From an optimization exercise on the open Yosys and OpenROAD flow, aimed at a short achievable clock period and few clock cycles; shortcuts taken in it are not production practice.
The RTL was checked by simulation tests, not by an equivalence proof against the original design.
The flow treats the clock pin as an ideal source, which a real chip does not have.
Power is estimated from default activity; no workload was simulated.

Setup of v6:
## indexed_linked_list_engine
module indexed_linked_list_engine (
    input  wire logic        clk,
    input  wire logic        rst_n,
    input  wire logic        req_valid,
    output logic             req_ready,
    input  wire logic [1:0]  req_opcode,
    input  wire logic [15:0] req_index,
    input  wire logic [31:0] req_value,
    output logic             rsp_valid,
    input  wire logic        rsp_ready,
    output logic [1:0]       rsp_status,
    output logic [31:0]      rsp_read_value,
    output logic [6:0]       rsp_list_count
);
Settings: LEC_CHECK=0, ABC_CLOCK_PERIOD_IN_PS=2000, CAP_MARGIN=20, CORE_MARGIN=2, CORE_UTILIZATION=60, PLACE_DENSITY=0.7, SETUP_SLACK_MARGIN=4.2, SLEW_MARGIN=20, TNS_END_PERCENT=100; clock period 6.5 ns.
standard.sh (not shown) runs the stock make flow with config.mk's settings and CLKGATE_MAP_FILE= SYNTH_SCRIPT=/design/flow/synth_recipe.tcl, a recipe that flattens the netlist after the stock synthesis.
==> flow/flow/run.sh <==
#!/bin/bash
# Own layout flow: the standard flow (standard.sh, unchanged synthesis), with
#  - port buffers that start as buf_8 rather than the smallest buffer, and a resizer free to pick
#    any buffer size (not only the same footprint);
#  - the clock tree's top level rebuilt after TritonCTS (flow/clock_root.tcl): the clock port
#    drives four quadrant buffers directly instead of one root buffer.
# make's output goes to flow_make.log; each ORFS step's own log is under orfs/logs.
set -euo pipefail
here="$(cd "$(dirname "${BASH_SOURCE[0]}")" && pwd)"
export BUFFER_PORTS_ARGS="-buffer_cell sky130_fd_sc_hd__buf_8"
export CTS_ARGS="-sink_clustering_enable -repair_clock_nets -buf_list sky130_fd_sc_hd__clkbuf_16"
export PRE_CTS_TCL="$here/pre_cts.tcl"
bash standard.sh MATCH_CELL_FOOTPRINT=0 ${LOCAL_TARGETS:-finish} > flow_make.log 2>&1
Other scripts of this flow, unchanged in this note and not shown: flow/flow/clock_root.tcl, flow/flow/pre_cts.tcl
Testbench counts of v6, summed over its fixed seeds: cycles 12,040.
The following lists how v7 was set up differently from v6:
diff --git a/flow/design.v b/flow/design.v
--- a/flow/design.v
+++ b/flow/design.v
@@ -238,15 +238,15 @@
             n_q <= n_next;
             for (int k = 0; k < CAP; k++)
             begin
                 if (from_prev[k])
                     pos_q[k] <= pos_q[(k == 0) ? 0 : k - 1];
                 else if (from_last[k])
                     pos_q[k] <= pos_q[CAP-1];
-                else if (a_rem && a_ge[k])
+                else if (a_ge[k])
                     pos_q[k] <= (k == CAP - 1) ? pos_i : pos_q[(k == CAP - 1) ? k : k + 1];
             end
         end
     end
     logic            b_valid;
     logic            b_we;
     logic [SW-1:0]   b_wslot;
@@ -425,21 +425,23 @@
             occ_next = occ_q + 3'd1;
         else if (!accept && take)
             occ_next = occ_q - 3'd1;
     end
     always_ff @(posedge clk or negedge rst_n)
     begin
         if (!rst_n)
-            occ_q <= '0;
+        begin
+            occ_q  <= '0;
+            busy_q <= 1'b0;
+        end
         else
-            occ_q <= occ_next;
-    end
-    always_ff @(posedge clk)
-    begin
-        busy_q <= (occ_next >= 3'(QD));
+        begin
+            occ_q  <= occ_next;
+            busy_q <= (occ_next >= 3'(QD));
+        end
     end
     assign req_ready      = !busy_q;
     assign rsp_valid      = out_v;
     assign rsp_status     = out_q[RW-1 -: 2];
     assign rsp_read_value = out_q[CW +: DW];
     assign rsp_list_count = out_q[CW-1:0];
 endmodule
Results
Core utilization: v7 higher than v6
NOTE: cell internal power dissipation in v7 falls short of that of v6
Cmp v7 vs v6: number of detailed-routing iterations run before antenna repair lower in v7
Synthesized cell count was higher in the run labelled v7.
Measured against v6, the met3 wire length of v7 comes out at 0.850 times the reference value.
Final critical delay including setup and external delays delta for v7 relative to v6: 0.034 ns higher
Delta (v7 minus v6): area growth from synthesis to layout climbed 1.3 points, HPWL after detailed placement dropped about 4.5%, maximum vdd ir drop dropped about 13%, die area barely changed.
Changes observed in v7 relative to v6: total met2 wirelength after detailed routing dropped 5.0 mm, area occupied by multi-input gates decreased by 270 sq um relative to the old numbers, number of clock sinks now sits at about the same level.
v7 consumes less power than v6 does.
Testbench counts of v7, summed over its fixed seeds: cycles 12,040.

-- what the ideal ports hide --
The flow's constraints put no driver on any port. The routed layouts listed below were extracted and timed again, unchanged, in two steps. Step 1 sets driving cells, clkbuf_16 on the clock port and buf_2 on the other inputs (assumed; they add their load-dependent delay and slew). Step 2, shift: input delay + t, output delay - t, t = (earliest + latest rising clock arrival at the registers) / 2. This alone moves slack from input paths to output paths. Slacks: ideal ports / drivers / drivers and shift; pairs: ideal ports / drivers.
run | t (ns) | slack for setup (ns) | hold WS [ns] | worst setup path after step 2 | worst data-port slew with drivers (ns)
v6 | 0.837 | 4.016 / 3.813 / 3.446 | 0.321 / 0.321 / 0.321 | input to register | 0.11
v7 | 0.823 | 3.981 / 3.843 / 3.586 | 0.296 / 0.296 / 0.296 | input to register | 0.07
After both steps setup and hold are still met in every run listed. For v6, which loses most, drivers alone change the setup slack by -0.203 ns; drivers and shift together by -0.570 ns.
